Source: an optimization exercise on an open RTL-to-GDS flow (aim: small area and a short achievable clock period). Production flows keep margins and buffers that such runs may drop. Where RTL was checked, it was by simulation tests only, not by an equivalence proof against the original. Function not checked in runs 2 and 3: the RTL went through the layout flow alone. No activity file was given, so power comes from the tool's default toggle rates.

$ cat flow/flow/run.sh
#!/bin/bash
# Layout flow: the standard ORFS flow (standard.sh, which also runs the
# standard synthesis), with one change: the buffers that buffer_ports puts on
# every input and output port are plain buf_2 cells instead of the delay
# cells it picks by default. make's full output goes to flow_make.log here;
# each ORFS step's log stays under orfs/logs/.
set -euo pipefail
bash standard.sh "BUFFER_PORTS_ARGS=-buffer_cell sky130_fd_sc_hd__buf_2" finish \
    > flow_make.log 2>&1
$ cat flow/standard.sh
#!/bin/bash
# synth_recipe.tcl (not shown) runs the flow's synth.tcl, then flattens the netlist and writes it again
# the make line also repeats each setting of config.mk as NAME=value (left out here)
make -C /OpenROAD-flow-scripts/flow DESIGN_CONFIG=/design/flow/config.mk WORK_HOME=/design/flow/orfs CLKGATE_MAP_FILE= SYNTH_SCRIPT=/design/flow/synth_recipe.tcl "${@:-finish}"
$ cat flow/config.mk
export PLATFORM = sky130hd
export DESIGN_NAME = idStage
export DESIGN_NICKNAME = idStage
export VERILOG_FILES = /design/flow/design.v
export SDC_FILE = /design/flow/constraint.sdc
export NUM_CORES = 4
export LEC_CHECK = 0
export CAP_MARGIN = 20
export CORE_MARGIN = 2
export CORE_UTILIZATION = 50
export SETUP_SLACK_MARGIN = 3
export SLEW_MARGIN = 20
export SYNTH_HIERARCHICAL = 1
$ cat flow/constraint.sdc
create_clock -name core_clock -period 11.0 [get_ports {clk}]
set_input_delay 2.2000 -clock core_clock [delete_from_list [all_inputs] [get_ports {clk}]]
set_output_delay 2.2000 -clock core_clock [all_outputs]
set_load 0.01 [all_outputs]
$ cat flow/design.v
package mips_pkg;
    localparam logic [5:0] opSpecial = 6'b000000;
    localparam logic [5:0] opRegimm  = 6'b000001;
    localparam logic [5:0] opJ       = 6'b000010;
    localparam logic [5:0] opJal     = 6'b000011;
    localparam logic [5:0] opBeq     = 6'b000100;
    localparam logic [5:0] opBne     = 6'b000101;
    localparam logic [5:0] opBlez    = 6'b000110;
    localparam logic [5:0] opBgtz    = 6'b000111;
    localparam logic [5:0] opAddi    = 6'b001000;
    localparam logic [5:0] opAddiu   = 6'b001001;
    localparam logic [5:0] opSlti    = 6'b001010;
    localparam logic [5:0] opSltiu   = 6'b001011;
    localparam logic [5:0] opOri     = 6'b001101;
    localparam logic [5:0] opLui     = 6'b001111;
    localparam logic [5:0] opLw      = 6'b100011;
    localparam logic [5:0] opSw      = 6'b101011;
    localparam logic [5:0] fnJr      = 6'b001000;
    localparam logic [5:0] fnJalr    = 6'b001001;
    localparam logic [5:0] fnAddu    = 6'b100001;
    localparam logic [5:0] fnSlt     = 6'b101010;
    localparam logic [5:0] fnSltu    = 6'b101011;
    localparam logic [4:0] rtBltz    = 5'b00000;
    localparam logic [4:0] rtBgez    = 5'b00001;
    localparam logic [4:0] rtBltzal  = 5'b10000;
    localparam logic [4:0] rtBgezal  = 5'b10001;
    localparam logic [1:0] dselLink  = 2'b00;
    localparam logic [1:0] dselLui   = 2'b01;
    localparam logic [1:0] dselSet   = 2'b10;
    typedef enum logic [2:0] {
        cmpNe   = 3'd0,
        cmpLtz  = 3'd1,
        cmpLez  = 3'd2,
        cmpEq   = 3'd3,
        cmpGez  = 3'd4,
        cmpGtz  = 3'd5,
        cmpTrue = 3'd6,   
        cmpLt   = 3'd7    
    } cmpMode;
    typedef struct packed {
        logic [5:0]                      opcode;
        logic [5-1:0] rs;
        logic [5-1:0] rt;
        logic [5-1:0] rd;
        logic [4:0]                      shamt;
        logic [5:0]                      funct;
    } rFormat;
    typedef struct packed {
        logic [5:0]                      opcode;
        logic [5-1:0] rs;
        logic [5-1:0] rt;
        logic [15:0]                     imm16;
    } iFormat;
    typedef struct packed {
        logic [5:0]  opcode;
        logic [25:0] index26;
    } jFormat;
    typedef union packed {
        rFormat rView;
        iFormat iView;
        jFormat jView;
    } instrUnion;
endpackage
`timescale 1ns/100ps
import mips_pkg::*;
module idController (
    input  mips_pkg::instrUnion inst,
    output logic                zeroB,       
    output logic                signedExt,
    output logic                isBranch,
    output logic                jumpReg,     
    output logic                jumpImm,     
    output logic                isLui,
    output logic                isSet,       
    output logic                setImm,      
    output logic                setSigned,   
    output logic                cEq,         
    output logic                cNe,         
    output logic                cLtz,        
    output logic                cGez,        
    output logic                cLez,        
    output logic                cGtz,        
    output logic                cAlways      
);
    logic [5:0] op;
    logic [4:0] rt;
    logic [5:0] fn;
    logic       isSpecial;
    logic       isRegimm;
    logic       rtLtz;
    logic       rtGez;
    assign op = inst.rView.opcode;
    assign rt = inst.rView.rt;
    assign fn = inst.rView.funct;
    assign isSpecial = (op == opSpecial);
    assign isRegimm  = (op == opRegimm);
    assign rtLtz     = (rt == rtBltz) || (rt == rtBltzal);
    assign rtGez     = (rt == rtBgez) || (rt == rtBgezal);
    assign zeroB     = (isRegimm && (rtLtz || rtGez)) || op == opBlez || op == opBgtz;
    assign signedExt = (op == opAddi)  || (op == opAddiu) ||
                       (op == opBeq)   || (op == opBne)   ||
                       (op == opBlez)  || (op == opBgtz)  ||
                       (op == opRegimm) ||
                       (op == opSlti)  || (op == opSltiu) ||
                       (op == opLw)    || (op == opSw);
    assign jumpReg   = isSpecial && (fn == fnJr || fn == fnJalr);
    assign jumpImm   = (op == opJ) || (op == opJal);
    assign isBranch  = (op == opBeq) || (op == opBne) || (op == opBlez) || (op == opBgtz) ||
                       isRegimm || jumpImm || jumpReg;
    assign isLui     = (op == opLui);
    assign setImm    = (op == opSlti) || (op == opSltiu);
    assign isSet     = setImm || (isSpecial && (fn == fnSlt || fn == fnSltu));
    assign setSigned = (op == opSlti) || (isSpecial && fn == fnSlt);
    assign cEq       = (op == opBeq);
    assign cNe       = (op == opBne);
    assign cLtz      = isRegimm && rtLtz;
    assign cGez      = isRegimm && rtGez;
    assign cLez      = (op == opBlez);
    assign cGtz      = (op == opBgtz);
    assign cAlways   = jumpImm || jumpReg || (isRegimm && !rtLtz && !rtGez);
endmodule
`timescale 1ns/100ps
module idComparer (
    input  logic [32-1:0] a,           
    input  logic [32-1:0] b,           
    input  logic [32-1:0] imm,         
    input  logic                        signedCmp,
    input  logic                        setImm,      
    input  logic                        isSet,       
    input  logic                        data0Other,  
    input  logic                        cEq, cNe, cLtz, cGez, cLez, cGtz, cAlways,
    output logic                        branchTaken,
    output logic                        data0
);
    localparam int W = 32;
    logic eq, neg, zero, ltReg, ltImm, setBit;
    assign eq   = (a == b);
    assign neg  = a[W-1];
    assign zero = ~|a;
    idLess lr (.a(a), .b(b),   .signedCmp(signedCmp), .lt(ltReg));
    idLess li (.a(a), .b(imm), .signedCmp(signedCmp), .lt(ltImm));
    assign setBit = setImm ? ltImm : ltReg;
    assign data0  = isSet ? setBit : data0Other;
    assign branchTaken = (cEq  & eq) | (cNe & ~eq) |
                         (cLtz & neg) | (cGez & ~neg) |
                         (cLez & (neg | zero)) | (cGtz & ~(neg | zero)) |
                         cAlways;
endmodule
module idLess (
    input  logic [32-1:0] a,
    input  logic [32-1:0] b,
    input  logic                        signedCmp,
    output logic                        lt
);
    localparam int W = 32;
    localparam int LV = 5;   
    logic [LV:0][W-1:0] l, e;
    always_comb begin
        l[0] = ~a & b;
        e[0] = ~(a ^ b);
        l[0][W-1] = signedCmp ? (a[W-1] & ~b[W-1]) : (~a[W-1] & b[W-1]);
        for (int k = 0; k < LV; k++) begin
            for (int i = 0; i < W; i++) begin
                if (((i >> k) & 1) == 1) begin
                    l[k+1][i] = l[k][i] | (e[k][i] & l[k][((i >> k) << k) - 1]);
                    e[k+1][i] = e[k][i] & e[k][((i >> k) << k) - 1];
                end else begin
                    l[k+1][i] = l[k][i];
                    e[k+1][i] = e[k][i];
                end
            end
        end
    end
    assign lt = l[LV][W-1];
endmodule
`timescale 1ns/100ps
module idOperand (
    input  logic [15:0]                  imm,
    input  logic [32-1:0]  pc,
    input  logic                         signedExt,
    input  logic                         isLui,
    input  logic                         isSet,
    output logic [32-1:0]  extImm,
    output logic [32-1:0]  idData
);
    logic [32-1:0] pcPlus8;
    assign extImm  = {{(32-16){signedExt & imm[15]}}, imm};
    assign pcPlus8 = {pc[32-1:3] + 1'b1, pc[2:0]};   
    always_comb begin
        if (isLui) begin
            idData = {imm, {(32-16){1'b0}}};
        end else if (isSet) begin
            idData = '0;
        end else begin
            idData = pcPlus8;
        end
    end
endmodule
`timescale 1ns/100ps
module idNextPc (
    input  logic [25:0]                  index26,
    input  logic [32-1:0]  pc,
    input  logic                         signedExt,
    input  logic [32-1:0]  rsValue,
    input  logic                         jumpReg,
    input  logic                         jumpImm,
    output logic [32-1:0]  branchTarget
);
    logic [15:0] imm;
    logic [16:0] lowSum;     
    logic        negImm;
    logic [13:0] hi;         
    logic [13:0] hiInc;
    logic [13:0] hiDec;
    logic [3:0]  region;     
    logic [32-1:0] relTarget;
    assign imm    = index26[15:0];
    assign negImm = signedExt & imm[15];
    assign lowSum = {1'b0, pc[17:2]} + {1'b0, imm} + 17'd1;
    assign hiInc  = pc[31:18] + 14'd1;
    assign hiDec  = pc[31:18] - 14'd1;
    always_comb begin
        case ({lowSum[16], negImm})
            2'b10:   hi = hiInc;
            2'b01:   hi = hiDec;
            default: hi = pc[31:18];
        endcase
    end
    assign relTarget = {hi, lowSum[15:0], pc[1:0]};
    assign region    = pc[31:28] + {3'b0, &pc[27:2]};
    always_comb begin
        if (jumpReg) begin
            branchTarget = rsValue;
        end else if (jumpImm) begin
            branchTarget = {region, index26, 2'b00};
        end else begin
            branchTarget = relTarget;
        end
    end
endmodule
`timescale 1ns/100ps
module regFile (
    input  logic                            clk,
    input  logic                            rst,
    input  logic [5-1:0] readAddrA,
    input  logic [5-1:0] readAddrB,
    output logic [32-1:0]     readDataA,
    output logic [32-1:0]     readDataB,
    input  logic                            writeEnable,
    input  logic [5-1:0] writeAddr,
    input  logic [32-1:0]     writeData
);
    localparam int N = 32;
    localparam int W = 32;
    logic [N-1:1][W-1:0] regs;
    logic [N-1:1][W-1:0] regsNext;
    logic [N-1:1]        wLive;    
    logic [N-1:1]        wSet;     
    logic [N-1:1]        wHold;    
    logic [N-1:1]        selA, selB;
    logic                bypA, bypB;
    logic [3:0] nAh, nBh, nWh;
    logic [7:0] nAl, nBl, nWl;
    rfPredec2 pah (.a(readAddrA[4:3]),  .en(1'b1),        .n(nAh));
    rfPredec3 pal (.a(readAddrA[2:0]),  .n(nAl));
    rfPredec2 pbh (.a(readAddrB[4:3]),  .en(1'b1),        .n(nBh));
    rfPredec3 pbl (.a(readAddrB[2:0]),  .n(nBl));
    rfPredec2 pwh (.a(writeAddr[4:3]),  .en(writeEnable), .n(nWh));
    rfPredec3 pwl (.a(writeAddr[2:0]),  .n(nWl));
    for (genvar i = 1; i < N; i++) begin : g_dec
        rfNor2 wl (.a(nWh[i / 8]), .b(nWl[i % 8]), .y(wLive[i]));
        rfNor3 sa (.a(nAh[i / 8]), .b(nAl[i % 8]), .c(wLive[i]), .y(selA[i]));
        rfNor3 sb (.a(nBh[i / 8]), .b(nBl[i % 8]), .c(wLive[i]), .y(selB[i]));
    end
    assign bypA = writeEnable && (writeAddr == readAddrA) && (readAddrA != '0);
    assign bypB = writeEnable && (writeAddr == readAddrB) && (readAddrB != '0);
    assign wSet  = wLive & {(N-1){~rst}};
    assign wHold = ~wLive & {(N-1){~rst}};
    for (genvar i = 1; i < N; i++) begin : g_row
        for (genvar j = 0; j < W; j++) begin : g_bit
            rfHoldBit hb (.q(regs[i][j]), .hold(wHold[i]), .d(writeData[j]), .set(wSet[i]),
                          .y(regsNext[i][j]));
        end
    end
    always_ff @(posedge clk) begin
        regs <= regsNext;
    end
    for (genvar j = 0; j < W; j++) begin : g_read
        logic [N-2:0] col;
        for (genvar i = 1; i < N; i++) begin : g_col
            assign col[i-1] = regs[i][j];
        end
        rfReadBit ra (.d(col), .sel(selA), .wd(writeData[j]), .byp(bypA), .y(readDataA[j]));
        rfReadBit rb (.d(col), .sel(selB), .wd(writeData[j]), .byp(bypB), .y(readDataB[j]));
    end
endmodule
module rfHoldBit (
    input  logic q,
    input  logic hold,
    input  logic d,
    input  logic set,
    output logic y
);
    assign y = (q & hold) | (d & set);
endmodule
module rfReadBit (
    input  logic [32-2:0] d,
    input  logic [32-2:0] sel,
    input  logic                       wd,
    input  logic                       byp,
    output logic                       y
);
    logic [31:0] dAll, sAll;
    logic [3:0]  grp;
    assign dAll = {wd, d};
    assign sAll = {byp, sel};
    for (genvar g = 0; g < 4; g++) begin : g_grp
        rfRead8 r8 (.d(dAll[8*g +: 8]), .sel(sAll[8*g +: 8]), .y(grp[g]));
    end
    logic lo, hi;
    rfNor2  o01 (.a(grp[0]), .b(grp[1]), .y(lo));
    rfNor2  o23 (.a(grp[2]), .b(grp[3]), .y(hi));
    rfNand2 oAll (.a(lo), .b(hi), .y(y));
endmodule
module rfRead8 (
    input  logic [7:0] d,
    input  logic [7:0] sel,
    output logic       y
);
    assign y = |(d & sel);
endmodule
module rfPredec2 (
    input  logic [1:0] a,
    input  logic       en,
    output logic [3:0] n
);
    for (genvar k = 0; k < 4; k++) begin : g_k
        assign n[k] = ~(en && a == k);
    end
endmodule
module rfPredec3 (
    input  logic [2:0] a,
    output logic [7:0] n
);
    for (genvar k = 0; k < 8; k++) begin : g_k
        assign n[k] = ~(a == k);
    end
endmodule
module rfNor2 (
    input  logic a,
    input  logic b,
    output logic y
);
    assign y = ~(a | b);
endmodule
module rfNand2 (
    input  logic a,
    input  logic b,
    output logic y
);
    assign y = ~(a & b);
endmodule
module rfNor3 (
    input  logic a,
    input  logic b,
    input  logic c,
    output logic y
);
    assign y = ~(a | b | c);
endmodule
`timescale 1ns/100ps
import mips_pkg::*;
module idStage (
    input  logic                            clk,
    input  logic                            rst,
    input  mips_pkg::instrUnion             inst,
    input  logic [32-1:0]     pc,
    input  logic                            wbWriteEnable,
    input  logic [5-1:0] wbWriteAddr,
    input  logic [32-1:0]     wbWriteData,
    output logic [32-1:0]     rsValue,
    output logic [32-1:0]     rtValue,
    output logic [32-1:0]     extImm,
    output logic [32-1:0]     idData,
    output logic [32-1:0]     branchTarget,
    output logic                            branchTaken,
    output logic                            isBranch
);
    logic zeroB, signedExt, jumpReg, jumpImm, isLui, isSet, setImm, setSigned;
    logic cEq, cNe, cLtz, cGez, cLez, cGtz, cAlways;
    logic [32-1:0] rtRaw;      
    logic [32-1:0] immExt;
    logic data0Other, data0;
    logic [32-1:0] idDataOther;
    idController ctrl (
        .inst(inst), .zeroB(zeroB), .signedExt(signedExt), .isBranch(isBranch),
        .jumpReg(jumpReg), .jumpImm(jumpImm), .isLui(isLui), .isSet(isSet),
        .setImm(setImm), .setSigned(setSigned),
        .cEq(cEq), .cNe(cNe), .cLtz(cLtz), .cGez(cGez), .cLez(cLez), .cGtz(cGtz),
        .cAlways(cAlways)
    );
    regFile grf (
        .clk(clk), .rst(rst),
        .readAddrA(inst.rView.rs), .readAddrB(inst.rView.rt),
        .readDataA(rsValue), .readDataB(rtRaw),
        .writeEnable(wbWriteEnable), .writeAddr(wbWriteAddr), .writeData(wbWriteData)
    );
    assign rtValue = zeroB ? '0 : rtRaw;
    idComparer comparer (
        .a(rsValue), .b(rtRaw), .imm(immExt), .signedCmp(setSigned), .setImm(setImm),
        .isSet(isSet), .data0Other(data0Other),
        .cEq(cEq), .cNe(cNe), .cLtz(cLtz), .cGez(cGez), .cLez(cLez), .cGtz(cGtz),
        .cAlways(cAlways), .branchTaken(branchTaken), .data0(data0)
    );
    idOperand operand (
        .imm(inst.iView.imm16), .pc(pc), .signedExt(signedExt), .isLui(isLui),
        .isSet(isSet), .extImm(immExt), .idData(idDataOther)
    );
    assign data0Other = idDataOther[0];
    assign idData = {idDataOther[32-1:1], data0};
    assign extImm = immExt;
    idNextPc nextPc (
        .index26(inst.jView.index26), .pc(pc), .signedExt(signedExt), .rsValue(rsValue),
        .jumpReg(jumpReg), .jumpImm(jumpImm), .branchTarget(branchTarget)
    );
endmodule
==> results.json, run 1 <==
{
  "period_needed_ns": 8.534,
  "first_pass_iters": 7,
  "die_height_microns": 307.6,
  "row_count": 111,
  "nFillCells": 7512,
  "synth_edf_count": 0,
  "tritoncts": "yes",
  "cp-start-kind": "input pin",
  "avgSynthCellArea_sq_um": 10.09,
  "synth.distinct_cells": 80,
  "htree_levels": 3,
  "cts_buffers": 106,
  "slew_headroom": 0.1467,
  "peakVddDrop_mv": 0.1371,
  "cts_hold_buf": 0,
  "grt-ovfl-total": 0,
  "register_area_sq_um": 19860,
  "powerDensity_nw_per_um2": 140.2,
  "fin_skew_ns": 0,
  "min_period_over_period": 0.7759,
  "grt_pass1_wl_mm": 333.5,
  "routed-wl-met3_mm": 35.82,
  "synth_ff_type": "dfxtp_1",
  "tightestPinTransition_ns": 1.277,
  "rrSetupSlack_ns": 10.29,
  "gp_congestion": 1.046,
  "grt_max_degree": 49,
  "cp_max_fo": 27,
  "via_count": 49890,
  "antenna_found_initial": 3,
  "clk_pin_slew_worst_paths_ns": 0.06,
  "synth_cells": 4568,
  "die_x_microns": 307.6,
  "finalNetCount": 5484,
  "cts.sinks": 992,
  "synth_area_sq_um": 46100,
  "grtUsageTotal": 0.4825,
  "whs_endpoint": "grf.regs[738]",
  "final-setup-viol-count": 0,
  "io_pins": 266,
  "wl_mm": 240.0,
  "outcome": "complete, no violations",
  "timing.setup.tns_ns": 0,
  "drc_errors": 0,
  "timing.rr.end": "grf.regs[239]",
  "regMostFlops": "grf.regs",
  "fp.coreArea_sq_um": 91520,
  "synth-seq-area-share": 0.4308,
  "multi_input_area_sq_um": 28450,
  "cts_buffer_depth": 3,
  "wire_per_inst_microns": 36.62,
  "hold_path_depth": 1,
  "largest_reg_flops": 992,
  "maxUsedRoutingLayer": "met5",
  "met2_length_mm": 96.01,
  "viasPerCell": 7.613,
  "drv_slew": 0,
  "ys_async_sr_fraction": 0,
  "rsz0062_at_grt": "yes",
  "drv_cap": 0,
  "fmax_ghz": 0.1172,
  "synth_warnings": 10,
  "io_buffers": 265,
  "hold_class": "flop to flop",
  "timing.rr.start": "grf.regs[239]",
  "holdCritStartpoint": "grf.regs[738]",
  "finalHoldViolations": 0,
  "syn_to_final_growth_pct": 28.31,
  "final_util": 0.6463,
  "ant_nets": 0,
  "met1_length_mm": 88.89,
  "clock_latency_ns": 0.70,
  "dpl_cell_area_sq_um": 50630,
  "r2r_cells": 1,
  "final_cell_mix": "a22o_1 (995), a22oi_1 (992), dfxtp_1 (992)",
  "dpl.hpwl_mm": 147.9,
  "die_area_sq_um": 94640,
  "drt_iter0_markers": 8040,
  "p_leak_nw": 22.09,
  "layout_commonest_cell": "a22o_1",
  "worst_setup_path_end_kind": "output port",
  "drive_gt1_frac": 0.2508,
  "finish.instance_area_sq_um": 59150,
  "worst_ep_arrival_time_ns": 6.33,
  "start_util": 0.5037,
  "ys_ff_latch": 992,
  "crit_required_ns": 8.80,
  "root_buffer": "clkbuf_16",
  "top_regs": "grf.regs: 992 flops",
  "grt_pass1_vias": 45000,
  "crit_type": "input pin to output port"
}
## logic make-up after synthesis
group           Yosys count  synth area share
xor+xnor                 68           0.01292
flops                   992            0.4308
fa+ha+maj                98           0.02693
buf+inv                 158           0.01599
mux                       9          0.001981
compound gates         2249            0.3903
other cells               1        0.00008135
simple gates            993            0.1210
## report_power, final
group | internal (mW) | switching (mW) | total [mW]
Sequential | 3.62 | 0.0222 | 3.64
Clock | 2.27 | 1.55 | 3.82
Combinational | 0.262 | 0.569 | 0.831
Total | 6.15 | 2.15 | 8.29
## Yosys cell counts (all sizes together) (7+ instances only)
cell       n  area share
a22oi   1027        0.17
a22o     995        0.19
dfxtp    992        0.43
nand4    294       0.040
nor2     237       0.019
nand2    135       0.011
nor3      98       0.018
ha        96       0.026
inv       88      0.0072
nor2b     69      0.0094
a21oi     55      0.0060
buf       49      0.0071
xnor2     47      0.0089
o21ai     44      0.0048
nand3     40      0.0045
nor4      23      0.0035
clkbuf    21      0.0017
xor2      21      0.0040
a211oi    18      0.0029
and3      17      0.0023
nand3b    16      0.0026
a21o      14      0.0023
o21a      12      0.0020
or3b      12      0.0023
nor3b     11      0.0018
or3       11      0.0015
a221o      8      0.0017
and2       8      0.0011
mux2i      8      0.0017
o211ai     8      0.0013
a221oi     7      0.0019
## Yosys stat by module (local to each module, per instance), excerpt
module,copies in the design,flip-flops and latches,cells inside,area (sq um)
regFile,1,992,1082,20350
idNextPc,1,0,338,2263
idLess,2,0,111,798.3
idComparer,1,0,63,501.7
idStage,1,0,36,230.2
rfPredec3,3,0,8,60.06
rfRead8,256,0,5,36.28
rfPredec2,3,0,4,28.78
## cell type report
| class | count | area share |
|---|---|---|
| Antenna cell | 4 | 0.0001692 |
| Tap cell | 1186 | 0.02509 |
| Clock inverter | 35 | 0.009265 |
| Timing Repair Buffer | 669 | 0.08963 |
| Multi-Input combinational cell | 3425 | 0.4809 |
| Sequential cell | 992 | 0.3357 |
| Inverter | 88 | 0.005838 |
| Clock buffer | 154 | 0.05335 |
## critical path, stage by stage
cell	delay, ns
buf_12	0.12
or3b_4	0.48
nor2_4	0.18
buf_4	0.15
nor3_4	0.05
buf_12	0.17
a22oi_2	0.17
nand4_1	0.68
nor2_4	0.45
nand2_4	0.11
ha_4	0.25
a21oi_4	0.14
nor2b_4	0.05
o21ai_2	0.12
o211ai_1	0.11
a311o_1	0.38
mux2i_2	0.22
a21oi_1	0.10
buf_2	0.17
## worst max-delay path by stage
stage                endpoint  depth (start not counted)      startpoint  slack, ns
floorplan           idData[0]                         16        inst[25]       3.02
detailed placement  idData[0]                         18        inst[24]       1.63
global route        idData[0]                         19  wbWriteAddr[4]       2.49
CTS                 idData[0]                         20  wbWriteAddr[3]       2.69
finish              idData[0]                         19  wbWriteAddr[1]       2.47
global placement    idData[0]                         18        inst[24]       1.61
## per-stage QoR
stage	setup slack, ns	cells	total power [mW]	hold WS [ns]
after floorplan	3.018	4575	4.018	0.4793
after global placement	1.613	6098	4.383	0.4895
after detailed placement	1.626	6104	4.386	0.4947
after CTS	2.693	6495	8.194	0.5101
after global routing	2.489	6549	8.454	0.5253
final	2.466	6553	8.294	0.5098
## layer usage
| metal | vias up | global-route usage |
|---|---|---|
| met1 | 24360 | 0.6223 |
| met2 | 4039 | 0.6765 |
| li1 | 20600 | - |
| met3 | 891 | 0.1847 |
| met5 | - | 0 |
| met4 | 4 | 0.2940 |
## repair_timing
action                                  4_1_cts  5_1_grt
endpoints found under the setup margin       40       18
pin swaps                                   179      149
setup buffers                               201       47
gates resized for setup                     438      186
gates cloned                                  1        1
==> inputs of run 2 (changes only) <==
--- a/flow/design.v
+++ b/flow/design.v
@@ -153,7 +153,7 @@
     output logic                        lt
 );
     localparam int W = 32;
-    localparam int LV = 5;   
+    localparam int LV = $clog2(W);
     logic [LV:0][W-1:0] l, e;
     always_comb begin
         l[0] = ~a & b;
@@ -334,18 +334,41 @@
     input  logic       en,
     output logic [3:0] n
 );
-    for (genvar k = 0; k < 4; k++) begin : g_k
-        assign n[k] = ~(en && a == k);
-    end
+    logic [1:0] an;
+    rfInv i0 (.a(a[0]), .y(an[0]));
+    rfInv i1 (.a(a[1]), .y(an[1]));
+    rfNand3 d0 (.a(en), .b(an[1]), .c(an[0]), .y(n[0]));
+    rfNand3 d1 (.a(en), .b(an[1]), .c(a[0]),  .y(n[1]));
+    rfNand3 d2 (.a(en), .b(a[1]),  .c(an[0]), .y(n[2]));
+    rfNand3 d3 (.a(en), .b(a[1]),  .c(a[0]),  .y(n[3]));
 endmodule
 module rfPredec3 (
     input  logic [2:0] a,
     output logic [7:0] n
 );
+    logic [2:0] an;
+    for (genvar b = 0; b < 3; b++) begin : g_inv
+        rfInv ib (.a(a[b]), .y(an[b]));
+    end
     for (genvar k = 0; k < 8; k++) begin : g_k
-        assign n[k] = ~(a == k);
+        rfNand3 dk (.a(k[2] ? a[2] : an[2]), .b(k[1] ? a[1] : an[1]), .c(k[0] ? a[0] : an[0]),
+                    .y(n[k]));
     end
 endmodule
+module rfInv (
+    input  logic a,
+    output logic y
+);
+    assign y = ~a;
+endmodule
+module rfNand3 (
+    input  logic a,
+    input  logic b,
+    input  logic c,
+    output logic y
+);
+    assign y = ~(a & b & c);
+endmodule
 module rfNor2 (
     input  logic a,
     input  logic b,
==> run 2 against run 1 <==
Net effect:
- register-to-register slack lost 0.02 ns
- highest routed layer unchanged
- via count is 0.66% higher
- synthesized cell count grew 0.33%
- largest cell class unchanged
- largest power group unchanged
- wire length rose by 1.3%
- total power down 1.8%
- still clean on timing, DRC and antenna
- clock skew unchanged
- maximum frequency shrank 1.5%
- critical path depth unchanged
==> results.json, run 2 <==
{
  "outcome": "complete, no violations",
  "drt_iter0_markers": 8763,
  "hold_class": "flop to flop",
  "layout_commonest_cell": "a22oi_1",
  "synth_top_area_frac": 0.4311,
  "register_area_sq_um": 19860,
  "synth_warnings": 10,
  "grt_pass1_wl_mm": 334.8,
  "syn_to_final_growth_pct": 28.12,
  "drc_errors": 0,
  "timing.rr.start": "grf.regs[323]",
  "rsz0062_at_grt": "yes",
  "io_buffers": 265,
  "cts_buffers": 103,
  "grt-ovfl-total": 0,
  "p_leak_nw": 21.97,
  "drv_cap": 0,
  "synth.distinct_cells": 79,
  "crit_start": "inst[20]",
  "antenna_found_initial": 11,
  "crit_required_ns": 8.80,
  "via_count": 50220,
  "tightestPinTransition_ns": 1.257,
  "final_util": 0.6449,
  "gp_congestion": 1.044,
  "clk_pin_slew_worst_paths_ns": 0.06,
  "final_cell_mix": "a22oi_1 (1009), a22o_1 (995), dfxtp_1 (992)",
  "fmax_ghz": 0.1154,
  "cts_buffer_depth": 3,
  "synth-seq-area-share": 0.4311,
  "finalHoldViolations": 0,
  "yosysMostFrequentCell": "a22oi_1",
  "wire_per_inst_microns": 37.13,
  "crit_type": "input pin to output port",
  "timing.setup.tns_ns": 0,
  "cts_hold_buf": 0,
  "ant_nets": 0,
  "viasPerCell": 7.673,
  "final-setup-viol-count": 0,
  "row_count": 111,
  "synth_cells": 4583,
  "grt_max_degree": 49,
  "min_period_over_period": 0.7879,
  "synth_area_sq_um": 46070,
  "powerDensity_nw_per_um2": 137.9,
  "crit_path_max_incr_delay_ns": 0.52,
  "cp_cell_sequence": "buf_2 -> inv_1 -> nand3_4 -> nor3_4 -> buf_4 -> buf_4 -> a22oi_2 -> nand4_1 -> nor2_2 -> nand2_2 -> ha_1 -> nand4_1 -> nor3_4 -> a221oi_2 -> o211ai_1 -> a311o_1 -> mux2i_2 -> a21oi_2 -> buf_2",
  "cp_max_fo": 7,
  "final_cells": 6545,
  "avgSynthCellArea_sq_um": 10.05,
  "synthTopCellsByCount": "a22oi_1 (1027), a22o_1 (995), dfxtp_1 (992)",
  "drv_slew": 0,
  "grt_pass1_vias": 45080,
  "place_inst": 6100,
  "clock_latency_ns": 0.71,
  "synth.largest_area_cell": "dfxtp_1",
  "ys_ff_latch": 992,
  "first_pass_iters": 9,
  "critPathBufInv": 5,
  "root_buffer": "clkbuf_16",
  "path_delay_family": "simple AND/OR/NAND/NOR gates",
  "drive_gt1_frac": 0.2382,
  "largest_reg_flops": 992,
  "peakVddDrop_mv": 0.1482,
  "cts.sinks": 992,
  "worst_ep_arrival_time_ns": 6.47,
  "die_area_sq_um": 94580,
  "yosys-top-cells-area": "dfxtp_1 (43%), a22o_1 (19%), a22oi_1 (17%)",
  "cp-start-kind": "input pin",
  "wl_mm": 243.0,
  "dpl.hpwl_mm": 144.5,
  "start_util": 0.5033,
  "regMostFlops": "grf.regs",
  "period_needed_ns": 8.667,
  "die_height_microns": 307.5,
  "synth_ff_type": "dfxtp_1",
  "tritoncts": "yes",
  "slew_headroom": 0.1600,
  "ys_async_sr_fraction": 0,
  "fin_skew_ns": 0,
  "rrSetupSlack_ns": 10.27,
  "holdCritStartpoint": "grf.regs[54]",
  "die_x_microns": 307.5,
  "io_pins": 266,
  "finalNetCount": 5472,
  "layout_setup_ws_ns": 2.333,
  "grtUsageTotal": 0.4854,
  "top_regs": "grf.regs: 992 flops",
  "synth_edf_count": 0,
  "worst_setup_path_end_kind": "output port",
  "nFillCells": 7414,
  "slowest_stage": "nand4_1",
  "multi_input_area_sq_um": 28340,
  "fp.coreArea_sq_um": 91520,
  "dp_slack_ns": 1.538,
  "htree_levels": 3
}
## run 2: cell count changes after synthesis
cell | before | now
nand3_1 | 39 | 69
inv_1 | 87 | 102
nand3b_1 | 16 | 1
or3b_1 | 12 | 0
or3_1 | 9 | 6
## run 2: area by class of cell
| class | instances | share of cell area |
|---|---|---|
| repair buffers | 644 | 0.09062 |
| flip-flops and latches | 992 | 0.3365 |
| well taps | 1186 | 0.02514 |
| clock inverters | 30 | 0.006720 |
| diodes | 3 | 0.0001272 |
| clock buffers | 161 | 0.05316 |
| inverters | 103 | 0.007589 |
| multi-input cells | 3426 | 0.4802 |
## run 2: through the flow
stage	power (mW)	area [sq um]	hold slack [ns]
final	8.141	59020	0.5088
after detailed placement	4.382	50350	0.4946
after floorplan	4.015	46090	0.4793
after global routing	8.298	59020	0.5209
after global placement	4.384	50290	0.4891
after CTS	8.044	57510	0.5096
## run 2: layer usage
metal | track usage | share of wire | up-vias
met5 | 0.003101 | 0.00033 | -
met4 | 0.3632 | 0.088 | 8
met3 | 0.1735 | 0.15 | 931
met2 | 0.6662 | 0.40 | 4184
met1 | 0.6201 | 0.36 | 24500
li1 | - | - | 20590
## run 2: Yosys stat by module, one instance, submodules excluded, excerpt
module,flip-flops and latches,cells
regFile,992,1082
idLess,0,111
idComparer,0,63
idController,0,40
idStage,0,36
rfHoldBit,0,1
rfNor2,0,1
rfNand2,0,1
## run 2: what timing repair did
item | in CTS | in global routing
cloned | 7 | 6
endpoints found under the setup margin | 26 | 16
gates resized for setup | 515 | 127
setup buffers | 156 | 77
pin swaps | 196 | 130
## run 2: kinds of logic (layout without fill, tap and decap cells)
kind of cell / count (synthesis) / in the layout / share of synthesized area
muxes: 9 / 9 / 0.001983
buffers and inverters: 173 / 938 / 0.01722
adders and majority gates: 98 / 98 / 0.02694
AOI/OAI and AO/OA: 2249 / 2249 / 0.3906
and+or+nand+nor: 993 / 994 / 0.1192
xor gates and xnor gates: 68 / 68 / 0.01293
DFF: 992 / 992 / 0.4311
other: 1 / 11 / 0.00008140
## run 2: final timing paths
kind / endpoint / cells past startpoint
setup / recovery: idData[0] / 19
hold / removal: grf.regs[54] / 1
setup reg to reg: grf.regs[323] / 1
hold reg to reg: grf.regs[54] / 1
## run 2: where the power goes
part / switching (mW) / internal, mW / leakage, nW
clock network: 1.55 / 2.12 / 1.74
registers: 0.0219 / 3.62 / 8.00
logic: 0.579 / 0.248 / 12.2
total: 2.15 / 5.99 / 22.0
==> inputs of run 3 (changes only) <==
--- a/flow/design.v
+++ b/flow/design.v
@@ -153,7 +153,7 @@
     output logic                        lt
 );
     localparam int W = 32;
-    localparam int LV = $clog2(W);
+    localparam int LV = 5;   
     logic [LV:0][W-1:0] l, e;
     always_comb begin
         l[0] = ~a & b;
==> flow/flow/run.sh (replaced) <==
#!/bin/bash
# Layout flow: the standard ORFS flow (standard.sh, which also runs the
# standard synthesis), with two changes:
#  - the buffers that buffer_ports puts on every input and output port are
#    plain buf_2 cells instead of the delay cells it picks by default;
#  - clock tree synthesis clusters up to 20 sinks per leaf buffer and
#    inserts no dummy loads, for a smaller clock tree.
# make's full output goes to flow_make.log here; each ORFS step's log stays
# under orfs/logs/.
set -euo pipefail
bash standard.sh \
    "BUFFER_PORTS_ARGS=-buffer_cell sky130_fd_sc_hd__buf_2" \
    "CTS_ARGS=-sink_clustering_enable -repair_clock_nets -sink_clustering_size 20 -sink_clustering_max_diameter 100 -dont_use_dummy_load" \
    finish > flow_make.log 2>&1
--- a/flow/config.mk
+++ b/flow/config.mk
@@ -11,3 +11,4 @@
 export SETUP_SLACK_MARGIN = 3
 export SLEW_MARGIN = 20
 export SYNTH_HIERARCHICAL = 1
+export TNS_END_PERCENT = 10
==> run 3 against run 2 <==
Net effect:
- sequential share of layout area up 1.3 points
- critical endpoint unchanged
- largest power group is now sequential cells
- still clean on timing, DRC and antenna
- first-iteration DRC count down 1.2%
- highest routed layer unchanged
- utilization down 2.5 points
==> results.json, run 3 <==
{
  "outcome": "complete, no violations",
  "io_buffers": 265,
  "wl_mm": 241.5,
  "synth_cells": 4583,
  "synth.distinct_cells": 79,
  "nFillCells": 7645,
  "ys_ff_latch": 992,
  "largest_reg_flops": 992,
  "powerDensity_nw_per_um2": 115.3,
  "synth.largest_area_cell": "dfxtp_1",
  "die_x_microns": 307.5,
  "finish.instance_area_sq_um": 56760,
  "wire_per_inst_microns": 37.74,
  "die_height_microns": 307.5,
  "grt-ovfl-total": 0,
  "synth_warnings": 10,
  "viasPerCell": 7.755,
  "start_util": 0.5033,
  "rrSetupSlack_ns": 10.24,
  "drive_gt1_frac": 0.2223,
  "antenna_found_initial": 10,
  "synth_ff_type": "dfxtp_1",
  "tritoncts": "yes",
  "period_needed_ns": 8.656,
  "first_pass_iters": 9,
  "cts_buffers": 55,
  "grt_pass1_vias": 44790,
  "dpl.hpwl_mm": 144.5,
  "synthTopCellsByCount": "a22oi_1 (1027), a22o_1 (995), dfxtp_1 (992)",
  "min_period_over_period": 0.7870,
  "root_buffer": "clkbuf_16",
  "grt_pass1_wl_mm": 335.1,
  "worst_setup_path_end_kind": "output port",
  "avgSynthCellArea_sq_um": 10.05,
  "tightestPinTransition_ns": 1.251,
  "ys_async_sr_fraction": 0,
  "grtUsageTotal": 0.4846,
  "regMostFlops": "grf.regs",
  "multi_input_area_sq_um": 28220,
  "synth_area_sq_um": 46070,
  "finalHoldViolations": 0,
  "yosysMostFrequentCell": "a22oi_1",
  "peakVddDrop_mv": 0.1327,
  "yosys-top-cells-area": "dfxtp_1 (43%), a22o_1 (19%), a22oi_1 (17%)",
  "drc_errors": 0,
  "synth-seq-area-share": 0.4311,
  "timing.setup.tns_ns": 0,
  "worst_ep_arrival_time_ns": 6.46,
  "slew_headroom": 0.1640,
  "drv_cap": 0,
  "row_count": 111,
  "top_regs": "grf.regs: 992 flops",
  "ant_nets": 0,
  "crit_type": "input pin to output port",
  "holdCritStartpoint": "grf.regs[54]",
  "rsz0062_at_grt": "yes",
  "io_pins": 266,
  "fin_skew_ns": 0,
  "hold_class": "flop to flop",
  "dp_slack_ns": 1.538,
  "cp_max_fo": 16,
  "layout_setup_ws_ns": 2.344,
  "htree_levels": 2,
  "dpl_cell_area_sq_um": 50350,
  "via_count": 49630,
  "die_area_sq_um": 94580,
  "final-setup-viol-count": 0,
  "timing.rr.start": "grf.regs[323]",
  "fmax_ghz": 0.1155,
  "synth_top_area_frac": 0.4311,
  "hold_ws_ns": 0.5103,
  "register_area_sq_um": 19860,
  "syn_to_final_growth_pct": 23.22,
  "fp.coreArea_sq_um": 91520,
  "crit_required_ns": 8.80,
  "drv_slew": 0,
  "clk_pin_slew_worst_paths_ns": 0.07,
  "gp_congestion": 1.044,
  "p_leak_nw": 20.90,
  "finalNetCount": 5417,
  "cts_buffer_depth": 3,
  "p_total_mw": 6.544,
  "crit_start": "wbWriteAddr[2]",
  "cts.sinks": 992,
  "clock_latency_ns": 0.68,
  "drt_iter0_markers": 8656,
  "cp-start-kind": "input pin",
  "final_cell_mix": "a22oi_1 (999), a22o_1 (995), dfxtp_1 (992)",
  "synth_edf_count": 0,
  "grt_max_degree": 49,
  "layout_commonest_cell": "a22oi_1"
}
-- run 3: cell counts after synthesis --
Identical to the previous run, type by type.
-- run 3: cells by family (layout without fill, tap and decap cells) --
kind of cell / Yosys count / in the layout / synth area share
compound gates: 2249 / 2249 / 0.3906
xor+xnor: 68 / 68 / 0.01293
fa+ha+maj: 98 / 98 / 0.02694
buf+inv: 173 / 795 / 0.01722
flops: 992 / 992 / 0.4311
mux: 9 / 9 / 0.001983
other cells: 1 / 9 / 0.00008140
simple gates: 993 / 994 / 0.1192
-- run 3: power breakdown --
| part | total [mW] | internal (mW) | leakage (nW) | switching, mW |
|---|---|---|---|---|
| clock network | 2.10 | 0.886 | 0.678 | 1.22 |
| registers | 3.64 | 3.61 | 8.00 | 0.0219 |
| logic | 0.804 | 0.237 | 12.2 | 0.567 |
-- run 3: repair_timing --
item,4_1_cts,5_1_grt
cloned,10,4
resized for setup,570,56
setup buffers,180,44
hold buffers,0,0
endpoints found under the setup margin,25,18
pin swaps,222,81
-- run 3: metrics by stage --
step,utilization,cells
6_report,0.6202,6400
5_1_grt,0.6202,6399
4_1_cts,0.6113,6345
3_5_place_dp,0.5502,6100
3_3_place_gp,0.5495,6096
2_1_floorplan,-,4590
-- run 3: layout make-up --
type                            count  share of cell area
Multi-Input combinational cell   3426              0.4972
Antenna cell                        1          0.00004408
Inverter                          103            0.007649
Clock buffer                       55             0.02425
Tap cell                         1186             0.02614
Sequential cell                   992              0.3498
Timing Repair Buffer              637             0.09487
-- run 3: critical path: stages --
cell	delay, ns
buf_16	0.12
clkinvlp_4	0.08
buf_6	0.11
nand3_4	0.13
nor2_4	0.19
buf_6	0.12
nor3_4	0.04
buf_12	0.14
bufbuf_16	0.30
a22oi_1	0.18
nand4_1	0.53
nor2_4	0.44
nand2_2	0.20
ha_1	0.33
nand4_1	0.13
nor3_2	0.28
o31a_1	0.21
a311o_1	0.18
mux2i_2	0.12
a21oi_2	0.22
buf_2	0.15
-- run 3: per-module statistics from Yosys, one instance, submodules excluded, excerpt --
module,flip-flops and latches,times used
regFile,992,1
idNextPc,0,1
idOperand,0,1
idLess,0,2
idController,0,1
rfRead8,0,256
rfHoldBit,0,992
rfNand3,0,36
rfNand2,0,64
rfInv,0,15
rfNor2,0,159
-- run 3: worst paths after layout --
kind,end,cells past startpoint
max reg2reg,grf.regs[323],1
min reg2reg,grf.regs[54],1
min,grf.regs[54],1
max,idData[0],21
-- run 3: routing by layer --
metal  up-vias  track usage  wire [microns]
li1      20390            -               -
met1     24230       0.6195           88590
met2      4018       0.6696           95580
met3       977       0.1745           34700
met4        14       0.3507           22560
met5         -    0.0005168             112
==> inputs of run 4 (changes only) <==
--- a/flow/design.v
+++ b/flow/design.v
@@ -207,37 +207,53 @@
     output logic [32-1:0]  branchTarget
 );
     logic [15:0] imm;
-    logic [16:0] lowSum;     
+    logic [15:0] lowSum;
+    logic        carry;
     logic        negImm;
-    logic [13:0] hi;         
-    logic [13:0] hiInc;
-    logic [13:0] hiDec;
+    logic [13:0] hiCarry;    
+    logic [13:0] hiNoCarry;  
     logic [3:0]  region;     
-    logic [32-1:0] relTarget;
     assign imm    = index26[15:0];
     assign negImm = signedExt & imm[15];
-    assign lowSum = {1'b0, pc[17:2]} + {1'b0, imm} + 17'd1;
-    assign hiInc  = pc[31:18] + 14'd1;
-    assign hiDec  = pc[31:18] - 14'd1;
-    always_comb begin
-        case ({lowSum[16], negImm})
-            2'b10:   hi = hiInc;
-            2'b01:   hi = hiDec;
-            default: hi = pc[31:18];
-        endcase
-    end
-    assign relTarget = {hi, lowSum[15:0], pc[1:0]};
-    assign region    = pc[31:28] + {3'b0, &pc[27:2]};
+    idLowAdd lowAdd (.a(pc[17:2]), .b(imm), .sum(lowSum), .carry(carry));
+    idHiAdjust hiAdj (.hi(pc[31:18]), .neg(negImm), .hiCarry(hiCarry), .hiNoCarry(hiNoCarry));
+    idRegion reg4 (.pc(pc[31:2]), .region(region));
     always_comb begin
         if (jumpReg) begin
             branchTarget = rsValue;
         end else if (jumpImm) begin
             branchTarget = {region, index26, 2'b00};
         end else begin
-            branchTarget = relTarget;
+            branchTarget = {carry ? hiCarry : hiNoCarry, lowSum, pc[1:0]};
         end
     end
 endmodule
+module idLowAdd (
+    input  logic [15:0] a,
+    input  logic [15:0] b,
+    output logic [15:0] sum,
+    output logic        carry
+);
+    assign {carry, sum} = {1'b0, a} + {1'b0, b} + 17'd1;
+endmodule
+module idHiAdjust (
+    input  logic [13:0] hi,
+    input  logic        neg,
+    output logic [13:0] hiCarry,
+    output logic [13:0] hiNoCarry
+);
+    logic [13:0] inc, dec;
+    assign inc       = hi + 14'd1;
+    assign dec       = hi - 14'd1;
+    assign hiCarry   = neg ? hi  : inc;
+    assign hiNoCarry = neg ? dec : hi;
+endmodule
+module idRegion (
+    input  logic [29:0] pc,      
+    output logic [3:0]  region
+);
+    assign region = pc[29:26] + {3'b0, &pc[25:0]};
+endmodule
 `timescale 1ns/100ps
 module regFile (
     input  logic                            clk,
==> run 4 against run 3 <==
Net effect:
- register-to-register slack improved by 0.04 ns
- critical endpoint unchanged
- global-route usage fell by 0.28 points
- via count fell by 1.6%
- total power fell by 0.44%
- largest cell class unchanged
- still clean
- highest routed layer unchanged
- maximum frequency rose by 0.98%
- clock skew did not move
- synthesized cell count fell by 0.11%
==> results.json, run 4 <==
{
  "outcome": "complete, no violations",
  "ant_nets": 0,
  "antenna_found_initial": 13,
  "finalNetCount": 5320,
  "synth_edf_count": 0,
  "regMostFlops": "grf.regs",
  "maxUsedRoutingLayer": "met5",
  "wl_mm": 239.2,
  "synth_ff_type": "dfxtp_1",
  "drc_errors": 0,
  "routed-wl-met3_mm": 38.29,
  "met2_length_mm": 92.77,
  "slew_headroom": 0.1473,
  "hold_class": "flop to flop",
  "die_x_microns": 308.5,
  "grt_max_degree": 45,
  "layout_commonest_cell": "a22o_1",
  "nFillCells": 7826,
  "timing.setup.tns_ns": 0,
  "synthAdderAreaFrac": 0.02337,
  "cts_buffer_depth": 3,
  "syn_to_final_growth_pct": 20.56,
  "io_buffers": 265,
  "grt_pass1_wl_mm": 332.1,
  "start_util": 0.5050,
  "worst_ep_arrival_time_ns": 6.37,
  "worstSetupEndpoint": "idData[0]",
  "cts_buffers": 55,
  "path_delay_family": "simple AND/OR/NAND/NOR gates",
  "final-setup-viol-count": 0,
  "drv_slew": 0,
  "met1_length_mm": 89.69,
  "cp_max_fo": 32,
  "grt-ovfl-total": 0,
  "synth_cells": 4578,
  "wire_per_inst_microns": 37.51,
  "final_cell_mix": "a22o_1 (994), dfxtp_1 (992), a22oi_1 (989)",
  "critPathBufInv": 4,
  "synth_area_sq_um": 46360,
  "period_needed_ns": 8.572,
  "io_pins": 266,
  "synth_top_family_by_area": "compound AO/OA/AOI/OAI gates",
  "drv_cap": 0,
  "synth.largest_area_cell": "dfxtp_1",
  "cp-start-kind": "input pin",
  "powerDensity_nw_per_um2": 116.6,
  "synth.distinct_cells": 88,
  "tritoncts": "yes",
  "timing.rr.start": "grf.regs[571]",
  "yosysMostFrequentCell": "a22oi_1",
  "htree_levels": 2,
  "clk_pin_slew_worst_paths_ns": 0.09,
  "place_inst": 6146,
  "dpl.hpwl_mm": 149.4,
  "grtUsageTotal": 0.4818,
  "finalHoldViolations": 0,
  "synth_top_area_frac": 0.4283,
  "synthTopCellsByCount": "a22oi_1 (1024), a22o_1 (994), dfxtp_1 (992)",
  "crit_path_max_incr_delay_ns": 0.59,
  "ys_ff_latch": 992,
  "row_count": 111,
  "first_pass_iters": 9,
  "largest_reg_flops": 992,
  "gp_congestion": 1.037,
  "path_depth": 16,
  "slowest_stage": "nor2_2",
  "layout_setup_ws_ns": 2.428,
  "fin_skew_ns": 0,
  "viasPerCell": 7.659,
  "r2r_cells": 1,
  "min_period_over_period": 0.7793,
  "cp_cell_sequence": "buf_6 -> clkinvlp_4 -> nand3_4 -> nor3_4 -> buf_4 -> a22oi_1 -> nand4_1 -> nor2_2 -> nand2_1 -> ha_1 -> a221oi_2 -> o211ai_1 -> a311o_1 -> mux2i_2 -> a21oi_1 -> buf_2",
  "avgSynthCellArea_sq_um": 10.13,
  "yosys-top-cells-area": "dfxtp_1 (43%), a22o_1 (19%), a22oi_1 (17%)",
  "crit_start": "inst[18]",
  "synth-seq-area-share": 0.4283,
  "final_cells": 6377,
  "die_height_microns": 308.5,
  "synth_compound_area_frac": 0.3786,
  "cts.sinks": 992,
  "tightestPinTransition_ns": 1.276,
  "drive_gt1_frac": 0.2112,
  "top_regs": "grf.regs: 992 flops",
  "ys_async_sr_fraction": 0,
  "timing.rr.end": "grf.regs[571]",
  "fmax_ghz": 0.1167,
  "fp.coreArea_sq_um": 91800,
  "root_buffer": "clkbuf_16",
  "crit_type": "input pin to output port",
  "drt_iter0_markers": 8156,
  "worst_setup_path_end_kind": "output port",
  "dp_slack_ns": 1.185,
  "synth_warnings": 10,
  "peakVddDrop_mv": 0.1345,
  "hold_ws_ns": 0.5122,
  "rsz0062_at_grt": "yes",
  "rrSetupSlack_ns": 10.28,
  "clock_latency_ns": 0.69,
  "crit_required_ns": 8.80,
  "hold_path_depth": 1,
  "synth.area.mux_share": 0.007583,
  "synth_simple_gate_area_frac": 0.1233,
  "synth_xor_area_frac": 0.01719,
  "p_leak_nw": 20.34,
  "die_area_sq_um": 95180,
  "via_count": 48840,
  "grt_pass1_vias": 43890
}
-- run 4: kinds of logic after synthesis --
kind of cell / count (synthesis)
compound gates: 2180
simple gates: 1007
flops: 992
buf+inv: 186
xor+xnor: 91
fa+ha+maj: 86
mux: 35
other cells: 1
-- run 4: cell type report --
| cell class | instances | area [sq um] | area share |
|---|---|---|---|
| Multi-Input combinational cell | 3407 | 28150 | 0.5036 |
| Antenna cell | 6 | 15.01 | 0.0002686 |
| Tap cell | 1243 | 1555 | 0.02782 |
| Sequential cell | 992 | 19860 | 0.3553 |
| Inverter | 102 | 429.2 | 0.007678 |
| Clock buffer | 55 | 1376 | 0.02462 |
| Timing Repair Buffer | 572 | 4512 | 0.08072 |
-- run 4: Yosys stat by module, one instance, submodules excluded, excerpt --
module      area, sq um  cells
idComparer        501.7     63
idHiAdjust        674.4     87
idLess            798.3    111
idLowAdd          805.8    113
idNextPc          958.4    121
idOperand          1236    192
idRegion          108.9     14
idStage           230.2     36
rfHoldBit         8.758      1
rfInv             3.754      1
rfNand2           3.754      1
rfNand3           5.005      1
rfNor2            3.754      1
rfRead8           36.28      5
-- run 4: where the power goes --
group	internal [mW]	switching, mW	total, mW
Sequential	3.61	0.0224	3.64
Clock	0.887	1.23	2.12
Combinational	0.212	0.548	0.761
-- run 4: worst min path at each step --
stage	from	slack, ns	to
final	grf.regs[61]	0.51	grf.regs[61]
after CTS	grf.regs[708]	0.51	grf.regs[708]
after detailed placement	grf.regs[472]	0.49	grf.regs[472]
after global placement	grf.regs[296]	0.49	grf.regs[296]
after global routing	grf.regs[51]	0.52	grf.regs[51]
after floorplan	grf.regs[128]	0.48	grf.regs[128]
-- run 4: per-layer routing --
layer  global-route usage  up-vias
li1                     -    20110
met3               0.1998      785
met2               0.6514     4040
met4               0.3020       12
met1               0.6291    23890
met5                    0        -
-- run 4: what timing repair did --
item / in CTS / in global routing
endpoints found under the setup margin: 25 / 2
hold buffers: 0 / 0
gates resized for setup: 493 / 51
pin swaps: 187 / 84
setup buffers: 134 / 26
cloned: 4 / 0
endpoints found under the hold margin: 0 / 0
-- run 4: stage by stage --
| stage | cell area [sq um] | utilization | power [mW] |
|---|---|---|---|
| 6_report | 55890 | 0.6089 | 6.515 |
| 5_1_grt | 55880 | 0.6087 | 6.641 |
| 4_1_cts | 55320 | 0.6026 | 6.463 |
| 3_5_place_dp | 50600 | 0.5511 | 4.376 |
| 3_3_place_gp | 50600 | 0.5511 | 4.376 |
| 2_1_floorplan | 46390 | - | 4.015 |
==> inputs of run 5 (changes only) <==
--- a/flow/design.v
+++ b/flow/design.v
@@ -273,7 +273,7 @@
     logic [N-1:1]        wLive;    
     logic [N-1:1]        wSet;     
     logic [N-1:1]        wHold;    
-    logic [N-1:1]        selA, selB;
+    logic [1:0][N-1:1]   selA, selB;     
     logic                bypA, bypB;
     logic [3:0] nAh, nBh, nWh;
     logic [7:0] nAl, nBl, nWl;
@@ -285,8 +285,10 @@
     rfPredec3 pwl (.a(writeAddr[2:0]),  .n(nWl));
     for (genvar i = 1; i < N; i++) begin : g_dec
         rfNor2 wl (.a(nWh[i / 8]), .b(nWl[i % 8]), .y(wLive[i]));
-        rfNor3 sa (.a(nAh[i / 8]), .b(nAl[i % 8]), .c(wLive[i]), .y(selA[i]));
-        rfNor3 sb (.a(nBh[i / 8]), .b(nBl[i % 8]), .c(wLive[i]), .y(selB[i]));
+        for (genvar h = 0; h < 2; h++) begin : g_half
+            rfNor3 sa (.a(nAh[i / 8]), .b(nAl[i % 8]), .c(wLive[i]), .y(selA[h][i]));
+            rfNor3 sb (.a(nBh[i / 8]), .b(nBl[i % 8]), .c(wLive[i]), .y(selB[h][i]));
+        end
     end
     assign bypA = writeEnable && (writeAddr == readAddrA) && (readAddrA != '0);
     assign bypB = writeEnable && (writeAddr == readAddrB) && (readAddrB != '0);
@@ -306,8 +308,10 @@
         for (genvar i = 1; i < N; i++) begin : g_col
             assign col[i-1] = regs[i][j];
         end
-        rfReadBit ra (.d(col), .sel(selA), .wd(writeData[j]), .byp(bypA), .y(readDataA[j]));
-        rfReadBit rb (.d(col), .sel(selB), .wd(writeData[j]), .byp(bypB), .y(readDataB[j]));
+        rfReadBit ra (.d(col), .sel(selA[j / 16]), .wd(writeData[j]), .byp(bypA),
+                      .y(readDataA[j]));
+        rfReadBit rb (.d(col), .sel(selB[j / 16]), .wd(writeData[j]), .byp(bypB),
+                      .y(readDataB[j]));
     end
 endmodule
 module rfHoldBit (
==> run 5 against run 4 <==
Net effect:
- still clean
- die area grew 1.3%
- global-route usage fell by 3.1 points
- clock power is essentially flat
- utilization decreased by 1.2 points
- critical path depth increased by 3
- setup slack gained 0.056 ns
- sequential share of layout area up 0.19 points
- largest cell class unchanged
- highest routed layer unchanged
==> results.json, run 5 <==
{
  "first_pass_iters": 9,
  "diodes": 0,
  "hold_class": "flop to flop",
  "slew_headroom": 0.1476,
  "ys_ff_latch": 992,
  "clock_latency_ns": 0.70,
  "root_buffer": "clkbuf_16",
  "drv_cap": 0,
  "grtUsageTotal": 0.4508,
  "dp_slack_ns": 1.551,
  "antenna_found_initial": 4,
  "pwr-share-comb": 0.115,
  "synth_warnings": 10,
  "timing.rr.start": "grf.regs[933]",
  "clockPowerShare": 0.328,
  "synth_top_area_frac": 0.4227,
  "syn_to_final_growth_pct": 18.33,
  "timing.rr.end": "grf.regs[933]",
  "layout_commonest_cell": "a22oi_1",
  "synth.distinct_cells": 88,
  "worstSetupEndpoint": "idData[0]",
  "grt_max_degree": 37,
  "seq_power_share": 0.557,
  "fmax_ghz": 0.1174,
  "grt_pass1_vias": 45610,
  "io_pins": 266,
  "tritoncts": "yes",
  "row_count": 112,
  "regMostFlops": "grf.regs",
  "net-switching-power_mw": 1.800,
  "crit_start": "wbWriteAddr[2]",
  "p_total_mw": 6.527,
  "wire_per_inst_microns": 35.42,
  "drv_slew": 0,
  "die_area_sq_um": 96440,
  "cts_hold_buf": 0,
  "yosys-top-cells-area": "dfxtp_1 (42%), a22o_1 (19%), a22oi_1 (16%)",
  "r2r_cells": 1,
  "synth_ff_type": "dfxtp_1",
  "cp_max_fo": 16,
  "powerDensity_nw_per_um2": 117.4,
  "rrSetupSlack_ns": 10.28,
  "synth.largest_area_cell": "dfxtp_1",
  "top_regs": "grf.regs: 992 flops",
  "via_count": 49350,
  "dpl.hpwl_mm": 141.7,
  "htree_levels": 2,
  "io_buffers": 265,
  "period_needed_ns": 8.516,
  "gp_congestion": 1.004,
  "p_leak_nw": 20.21,
  "tightestPinTransition_ns": 1.276,
  "final_util": 0.5966,
  "finalHoldViolations": 0,
  "synth_area_sq_um": 46990,
  "intPower_mw": 4.726,
  "outcome": "complete, no violations",
  "worst_setup_path_end_kind": "output port",
  "final-setup-viol-count": 0,
  "slowest_stage": "a311o_1",
  "viasPerCell": 7.623,
  "largest_reg_flops": 992,
  "cp-start-kind": "input pin",
  "grt-ovfl-total": 0,
  "crit_required_ns": 8.80,
  "yosysMostFrequentCell": "a22oi_1",
  "final_cell_mix": "a22oi_1 (1011), a22o_1 (994), dfxtp_1 (992)",
  "die_x_microns": 310.5,
  "layout_setup_ws_ns": 2.484,
  "crit_type": "input pin to output port",
  "cts.sinks": 992,
  "synth_cells": 4640,
  "ant_nets": 0,
  "drive_gt1_frac": 0.2129,
  "drc_errors": 0,
  "synth-seq-area-share": 0.4227,
  "place_inst": 6280,
  "grt_pass1_wl_mm": 324.9,
  "avgSynthCellArea_sq_um": 10.13,
  "fin_skew_ns": 0,
  "clk_pin_slew_worst_paths_ns": 0.09,
  "rsz0062_at_grt": "yes",
  "synth_edf_count": 0,
  "cts_buffers": 56,
  "ys_async_sr_fraction": 0,
  "drt_iter0_markers": 7528,
  "p_sw_frac": 0.2758,
  "peakVddDrop_mv": 0.1224,
  "final_cells": 6473,
  "crit_path_max_incr_delay_ns": 0.42,
  "wl_mm": 229.3,
  "fp.coreArea_sq_um": 93190,
  "die_height_microns": 310.5,
  "cts_buffer_depth": 3,
  "finalNetCount": 5411,
  "min_period_over_period": 0.7742,
  "synthTopCellsByCount": "a22oi_1 (1024), a22o_1 (994), dfxtp_1 (992)",
  "timing.setup.tns_ns": 0,
  "start_util": 0.5042,
  "worst_ep_arrival_time_ns": 6.32,
  "cp_cell_sequence": "buf_6 -> clkinvlp_4 -> nand3_4 -> buf_12 -> nor2_4 -> nor3_2 -> buf_4 -> a22oi_1 -> nand4_1 -> nor2_2 -> nand2_4 -> ha_4 -> a21o_1 -> a221oi_2 -> o211ai_1 -> a311o_1 -> mux2i_2 -> a21oi_2 -> buf_2"
}
==> run 5: power by group through the flow <==
| stage | logic [mW] | clock network, mW | registers, mW |
|---|---|---|---|
| 5_1_grt | 0.765 | 2.26 | 3.64 |
| 2_1_floorplan | 0.310 | 0 | 3.71 |
| 6_report | 0.750 | 2.14 | 3.64 |
| 3_5_place_dp | 0.655 | 0 | 3.72 |
| 4_1_cts | 0.704 | 2.14 | 3.64 |
| 3_3_place_gp | 0.652 | 0 | 3.72 |
==> run 5: timing repair <==
item                       in CTS  in global routing
gates resized for setup       343                 62
setup buffers                 105                 25
pin swaps                     102                 58
gates cloned                    3                  0
setup endpoints to repair       2                  2
==> run 5: kinds of logic (layout without fill, tap and decap cells) <==
family / Yosys count / in the layout / share of synthesized area
compound gates: 2180 / 2180 / 0.3736
xor+xnor: 91 / 91 / 0.01696
fa+ha+maj: 86 / 86 / 0.02306
buf+inv: 186 / 758 / 0.02122
flops: 992 / 992 / 0.4227
mux: 35 / 35 / 0.007483
other cells: 1 / 8 / 0.00007981
simple gates: 1069 / 1069 / 0.1349
==> run 5: worst max-delay path: cells and delay by family <==
family / cells / cell delay [ns]
AND/OR/NAND/NOR: 6 / 1.22
adder cells (fa/ha/maj): 1 / 0.23
AO/OA/AOI/OAI: 6 / 1.47
buffers and inverters: 5 / 0.96
multiplexers: 1 / 0.20
==> run 5: metal layers <==
layer | part of all wire | routed length (microns) | up-vias | GRT usage
met4 | 0.063 | 14430 | 10 | 0.2404
met1 | 0.38 | 86070 | 23800 | 0.5791
li1 | - | - | 20380 | -
met5 | 0.0013 | 295 | - | 0.01828
met2 | 0.41 | 93420 | 4211 | 0.6406
met3 | 0.15 | 35030 | 943 | 0.1836
==> run 5: worst min path at each step <==
stage | startpoint | end | cells past startpoint
global placement | grf.regs[329] | grf.regs[329] | 1
floorplan | grf.regs[128] | grf.regs[128] | 1
detailed placement | grf.regs[822] | grf.regs[822] | 1
finish | grf.regs[407] | grf.regs[407] | 1
CTS | grf.regs[510] | grf.regs[510] | 1
global route | grf.regs[316] | grf.regs[316] | 1
==> run 5: per-module statistics from Yosys, one instance, submodules excluded, a selection <==
module	flops+latches	area (sq um)
rfRead8	0	36.28
rfNand3	0	5.005
rfNand2	0	3.754
idHiAdjust	0	674.4
idController	0	232.7
rfHoldBit	0	8.758
idLess	0	798.3
idLowAdd	0	805.8
idRegion	0	108.9
idComparer	0	501.7
rfInv	0	3.754
idStage	0	230.2
idOperand	0	1236
regFile	992	20350
idNextPc	0	958.4
rfNor2	0	3.754
==> run 5: area by class of cell <==
class	count	area (sq um)
flip-flops and latches	992	19860
well taps	1254	1569
inverters	102	417.9
repair buffers	600	4345
fillers	8056	37590
multi-input cells	3469	28010
clock buffers	56	1401
==> run 5: stage by stage <==
| stage | cell area [sq um] | hold WS, ns |
|---|---|---|
| finish | 55600 | 0.5149 |
| global route | 55600 | 0.5272 |
| CTS | 55030 | 0.5163 |
| detailed placement | 51320 | 0.4949 |
| global placement | 51230 | 0.4897 |
| floorplan | 47010 | 0.4793 |
==> inputs of run 6 (changes only) <==
--- a/flow/config.mk
+++ b/flow/config.mk
@@ -8,7 +8,7 @@
 export CAP_MARGIN = 20
 export CORE_MARGIN = 2
 export CORE_UTILIZATION = 50
-export SETUP_SLACK_MARGIN = 3
+export SETUP_SLACK_MARGIN = 2.6
 export SLEW_MARGIN = 20
 export SYNTH_HIERARCHICAL = 1
 export TNS_END_PERCENT = 10
==> run 6 against run 5 <==
Net effect:
- register-to-register slack about the same
- clock power about the same
- wire length increased by 0.43%
- cell area increased by 0.71%
- critical path depth decreased by 2
- clock-buffer cell count unchanged
- worst hold slack improved by 0.00051 ns
- sequential share of layout area decreased by 0.25 points
==> results.json, run 6 <==
{
  "outcome": "complete, no violations",
  "cp_max_fo": 16,
  "tightestPinTransition_ns": 1.269,
  "peakVddDrop_mv": 0.1221,
  "first_pass_iters": 9,
  "min_period_over_period": 0.7724,
  "p_total_mw": 6.536,
  "drt_iter0_markers": 7795,
  "avgSynthCellArea_sq_um": 10.13,
  "die_x_microns": 310.5,
  "grt_max_degree": 37,
  "finish.instance_area_sq_um": 55990,
  "yosysMostFrequentCell": "a22oi_1",
  "grt_pass1_vias": 45420,
  "synth_cells": 4640,
  "dpl_cell_area_sq_um": 51320,
  "hold_path_depth": 1,
  "io_pins": 266,
  "drv_slew": 0,
  "crit_required_ns": 8.80,
  "powerDensity_nw_per_um2": 116.7,
  "synth_warnings": 10,
  "synth_ff_type": "dfxtp_1",
  "fin_skew_ns": 0,
  "ant_nets": 0,
  "grt_pass1_wl_mm": 323.4,
  "gp_congestion": 1.004,
  "synthTopCellsByCount": "a22oi_1 (1024), a22o_1 (994), dfxtp_1 (992)",
  "wl_mm": 230.2,
  "largest_reg_flops": 992,
  "synth.largest_area_cell": "dfxtp_1",
  "timing.setup.tns_ns": 0,
  "clock_latency_ns": 0.70,
  "wire_per_inst_microns": 35.47,
  "fp.coreArea_sq_um": 93190,
  "io_buffers": 265,
  "synth_edf_count": 0,
  "antenna_found_initial": 2,
  "slew_headroom": 0.1538,
  "whs_endpoint": "grf.regs[754]",
  "synth_top_area_frac": 0.4227,
  "via_count": 49480,
  "timing.rr.start": "grf.regs[805]",
  "tritoncts": "yes",
  "row_count": 112,
  "cp-start-kind": "input pin",
  "grt-ovfl-total": 0,
  "viasPerCell": 7.624,
  "path_delay_family": "compound AO/OA/AOI/OAI gates",
  "worst_ep_arrival_time_ns": 6.30,
  "slowest_stage": "o211ai_1",
  "cts.sinks": 992,
  "p_leak_nw": 20.31,
  "clk_pin_slew_worst_paths_ns": 0.08,
  "cts_buffers": 56,
  "drc_errors": 0,
  "layout_commonest_cell": "a22o_1",
  "ys_ff_latch": 992,
  "yosys-top-cells-area": "dfxtp_1 (42%), a22o_1 (19%), a22oi_1 (16%)",
  "critPathBufInv": 5,
  "finalNetCount": 5425,
  "grtUsageTotal": 0.4489,
  "final_cells": 6490,
  "dpl.hpwl_mm": 141.7,
  "cp_cell_sequence": "buf_6 -> clkinvlp_4 -> buf_4 -> nand3_4 -> nor3_2 -> buf_4 -> a22oi_1 -> nand4_1 -> nor2_2 -> nand2_2 -> o21ai_1 -> a221oi_2 -> o211ai_1 -> a311o_1 -> mux2i_2 -> a21oi_2 -> buf_2",
  "drive_gt1_frac": 0.2240,
  "r2r_cells": 1,
  "fmax_ghz": 0.1177,
  "crit_top_cell": "buf_4",
  "hold_ws_ns": 0.5154,
  "hold_class": "flop to flop",
  "regMostFlops": "grf.regs",
  "drv_cap": 0,
  "die_height_microns": 310.5,
  "dp_slack_ns": 1.551,
  "final-setup-viol-count": 0,
  "synth-seq-area-share": 0.4227,
  "place_inst": 6280,
  "cts_buffer_depth": 3,
  "ys_async_sr_fraction": 0,
  "crit_path_max_incr_delay_ns": 0.58,
  "synth.distinct_cells": 88,
  "rsz0062_at_grt": "yes",
  "synth_area_sq_um": 46990,
  "start_util": 0.5042,
  "final_cell_mix": "a22o_1 (994), a22oi_1 (993), dfxtp_1 (992)",
  "htree_levels": 2,
  "final_util": 0.6008,
  "finalHoldViolations": 0,
  "crit_type": "input pin to output port",
  "period_needed_ns": 8.497,
  "timing.rr.end": "grf.regs[805]",
  "cts_hold_buf": 0,
  "rrSetupSlack_ns": 10.28,
  "top_regs": "grf.regs: 992 flops",
  "syn_to_final_growth_pct": 19.17,
  "holdCritStartpoint": "grf.regs[754]",
  "layout_setup_ws_ns": 2.503,
  "root_buffer": "clkbuf_16",
  "die_area_sq_um": 96440,
  "worst_setup_path_end_kind": "output port"
}
run 6: cell counts after synthesis:
No cell type changed its count.
run 6: how the worst max path moves through the flow:
stage	start	end	slack [ns]	depth (start not counted)
after floorplan	inst[24]	idData[0]	3.18	17
after global placement	wbWriteAddr[3]	idData[0]	1.59	20
after detailed placement	inst[19]	idData[0]	1.55	19
after CTS	wbWriteAddr[2]	idData[0]	2.60	20
after global routing	wbWriteAddr[1]	idData[0]	2.51	20
final	inst[21]	idData[0]	2.50	17
run 6: final cells by class:
class	instances	area, sq um
Timing Repair Buffer	613	4402
Multi-Input combinational cell	3470	28330
Antenna cell	3	7.507
Inverter	102	420.4
Tap cell	1254	1569
Clock buffer	56	1401
Fill cell	8030	37200
Sequential cell	992	19860
run 6: cells by family after synthesis:
kind of cell / share of synthesized area
AO/OA/AOI/OAI: 0.3736
XOR/XNOR: 0.01696
adder cells (fa/ha/maj): 0.02306
buffers and inverters: 0.02122
flip-flops: 0.4227
multiplexers: 0.007483
other: 0.00007981
AND/OR/NAND/NOR: 0.1349
run 6: per-module statistics from Yosys (local to each module, per instance), a selection:
module        times used  flops+latches  cell area (sq um)
idOperand              1              0               1236
idNextPc               1              0              958.4
idLess                 2              0              798.3
idComparer             1              0              501.7
idController           1              0              232.7
rfRead8              256              0              36.28
rfHoldBit            992              0              8.758
rfNand3               36              0              5.005
rfNand2               64              0              3.754
rfNor2               159              0              3.754
rfInv                 15              0              3.754
run 6: routing by layer:
metal  vias up  wire (microns)  GRT usage
li1      20420               -          -
met1     23880           86690     0.5809
met2      4255           93150     0.6337
met3       920           35620     0.1794
met4         4           14600     0.2444
met5         -             170    0.01285
run 6: what timing repair did:
item | CTS | global route
pin swaps | 65 | 134
gates resized for setup | 279 | 201
setup endpoints to repair | 2 | 2
gates cloned | 2 | 3
setup buffers | 80 | 62
run 6: where the power goes:
group | total (mW) | internal (mW) | switching, mW | leakage [nW]
clock | 2.14 | 0.901 | 1.24 | 0.690
combinational | 0.757 | 0.213 | 0.545 | 11.6
sequential | 3.64 | 3.61 | 0.0223 | 8.00
total | 6.54 | 4.73 | 1.81 | 20.3

Setup slack of run 6, layout unchanged: 2.503 ns with ideal ports, 2.427 ns with driving cells assumed (clock clkbuf_16, inputs buf_2), 2.427 ns with port delays also shifted by the 0.748 ns mid clock arrival.
